From an optimization exercise on the open Yosys and OpenROAD flow, aimed at small area and a short achievable clock period; shortcuts taken in it are not production practice.
Where RTL was checked, it was by simulation tests only, not by an equivalence proof against the original.
Power figures rest on the tool's default switching activity, not on a simulated workload.

v10:
==> flow/design.v (excerpt) <==
module ex_stage (
    input  logic        clk,
    input  logic        rst_i,
    input  logic [31:0] inst_i,
    input  logic [31:0] pc_i,
    input  logic [31:0] rs1_data_i,
    input  logic [31:0] rs2_data_i,
    input  logic        reg_w_en_i,
    input  logic [4:0]  reg_w_addr_i,
    output logic        reg_w_en_o,
    output logic [4:0]  reg_w_addr_o,
    output logic [31:0] reg_w_data_o,
    output logic        mem_r_en_o,
    output logic        mem_w_en_o,
    output logic [31:0] mem_addr_o,
    output logic [31:0] mem_w_data_o,
    output logic [2:0]  mem_funct3_o,
    output logic        jump_flag_o,
    output logic [31:0] jump_addr_o
);
clock: 7.0 ns
lec_check: 0
abc_area: 1
cap_margin: 20
core_margin: 2
core_utilization: 40
place_density: 0.55
setup_slack_margin: 3.0
slew_margin: 20
standard.sh (not shown) runs the stock make flow with config.mk's settings and CLKGATE_MAP_FILE= SYNTH_SCRIPT=/design/flow/synth_recipe.tcl, a recipe that flattens the netlist after the stock synthesis.
==> flow/flow/run.sh <==
#!/bin/bash
# Standard ORFS layout with three changes:
#  - synthesis does not extract full and half adder cells (ADDER_MAP_FILE
#    empty), so ABC maps the adders' XOR and carry logic itself;
#  - ABC's area script (used with ABC_AREA 1) is flow/abc_area.script: a copy
#    of ORFS's scripts folder is made in scripts/ with that one file replaced;
#  - port buffers are plain buf_2 cells on the inputs and buf_1 cells on the
#    outputs instead of the delay buffer that buffer_ports picks by default.
# The make output goes to standard_flow.log; ORFS keeps each step's log under
# orfs/logs.
set -euo pipefail
rm -rf scripts
cp -r "$FLOW_HOME/scripts" scripts
cp flow/abc_area.script scripts/abc_area.script
export SCRIPTS_DIR="$PWD/scripts"
export ADDER_MAP_FILE=
export PRE_GLOBAL_PLACE_TCL="$PWD/flow/ports.tcl"
bash standard.sh > standard_flow.log 2>&1
==> flow/flow/abc_area.script <==
strash
balance; rewrite; refactor; balance; rewrite; rewrite -z; balance; refactor -z; rewrite -z; balance
dch -f
map -B 0.9
topo
stime -c
buffer -c
upsize -c
dnsize -c
==> flow/flow/ports.tcl <==
# global_place.tcl calls buffer_ports once with one cell for every port; buffer
# the inputs and the outputs with their own cells instead.
rename buffer_ports orfs_buffer_ports
proc buffer_ports { args } {
  orfs_buffer_ports -inputs -buffer_cell sky130_fd_sc_hd__buf_2
  orfs_buffer_ports -outputs -buffer_cell sky130_fd_sc_hd__buf_1
}
Setup changes, v10 to v28
-- flow/design.v --
<<< v10, line 171
    assign b_sum = b_p ^ {b_gg[30:0], 1'b0};
    logic [4:0]  shamt;
    logic [31:0] sh;
    logic        sll, fill;
    assign shamt = inst_i[5] ? rs2_data_i[4:0] : inst_i[24:20];
>>> v28, line 171
    assign b_sum = b_p ^ {b_gg[30:0], 1'b0};
    logic [4:0]  shamt;
    logic [31:0] sh, sh1, sh2;
    logic        sll, fill;
    assign shamt = inst_i[5] ? rs2_data_i[4:0] : inst_i[24:20];
<<< v10, line 178
    always_comb begin
        for (int k = 0; k < 32; k++) sh[k] = sll ? rs1_data_i[31-k] : rs1_data_i[k];
        for (int l = 4; l >= 0; l--) begin
            for (int k = 0; k < 32; k++) begin
                if (k + (1 << l) < 32) sh[k] = shamt[l] ? sh[k + (1 << l)] : sh[k];
                else                   sh[k] = shamt[l] ? fill : sh[k];
            end
        end
    end
>>> v28, line 178
    always_comb begin
        for (int k = 0; k < 32; k++) sh[k] = sll ? rs1_data_i[31-k] : rs1_data_i[k];
        for (int k = 0; k < 32; k++) begin
            case (shamt[4:3])
                2'd0:    sh1[k] = sh[k];
                2'd1:    sh1[k] = (k + 8  < 32) ? sh[(k + 8)  % 32] : fill;
                2'd2:    sh1[k] = (k + 16 < 32) ? sh[(k + 16) % 32] : fill;
                default: sh1[k] = (k + 24 < 32) ? sh[(k + 24) % 32] : fill;
            endcase
        end
        for (int k = 0; k < 32; k++) begin
            case (shamt[2:1])
                2'd0:    sh2[k] = sh1[k];
                2'd1:    sh2[k] = (k + 2 < 32) ? sh1[(k + 2) % 32] : fill;
                2'd2:    sh2[k] = (k + 4 < 32) ? sh1[(k + 4) % 32] : fill;
                default: sh2[k] = (k + 6 < 32) ? sh1[(k + 6) % 32] : fill;
            endcase
        end
        for (int k = 0; k < 32; k++) begin
            sh[k] = shamt[0] ? ((k + 1 < 32) ? sh2[(k + 1) % 32] : fill) : sh2[k];
        end
    end
--- outcome ---
In the metrics for v28 and v10, the one carrying the lower number of signal-net buffers in the layout is v10. On combinational power share, v28 and v10 are neck and neck. After detailed routing, v10 needs more wire than v28. Relative to v10, ratio of final minimum period to clock period increased by 1.4 points in v28. v28 vs. v10: power share of the sequential group went down by 0.6 points. Of v28 and v10, v28 shows the higher met1 capacity usage during global routing, with v10 below it. Going from v10 to v28, power consumption picked up an extra about 2%; worst hold slack lost 4.3 ps; maximum fanout count along the critical path lost 25. Compared to v10, v28 shows a narrower setup margin. Between v28 and v10, final antenna diode count is lower for v28, v10 comes in above that. Taking v10 as the reference, in v28 die area went down 520 µm², number of non-filler instances in the completed layout went down about 1.1%.
For v28, only the layout was checked, not whether the RTL still works.

[static timing again, ports no longer ideal]
In the flow no input, the clock included, has a driving cell. The finished layouts below were timed again as built, in two steps. Step 1 (the two cells are an assumption about what drives the block):
set clk [get_ports {clk}]
set_driving_cell -lib_cell sky130_fd_sc_hd__clkbuf_16 $clk
set_driving_cell -lib_cell sky130_fd_sc_hd__buf_2 [delete_from_list [all_inputs] $clk]
Step 2 times the ports against the registers' clock, not the clock port: input delays grow and output delays shrink by t, the midpoint of the rising clock arrivals with the driver on. Three values: ideal, step 1, step 2; two values: the first two.
run	shift t [ns]	setup WS [ns]	worst register clock-pin slew, ns	cell pins on the clock port's net
v10	0.495	3.122 / 3.139 / 2.644	0.08 / 0.08	1
v28	0.501	3.021 / 3.016 / 2.515	0.09 / 0.09	1
After both steps every run listed still meets setup and hold. For v28, which loses most, drivers alone change the setup slack by -0.005 ns; drivers and shift together by -0.506 ns.
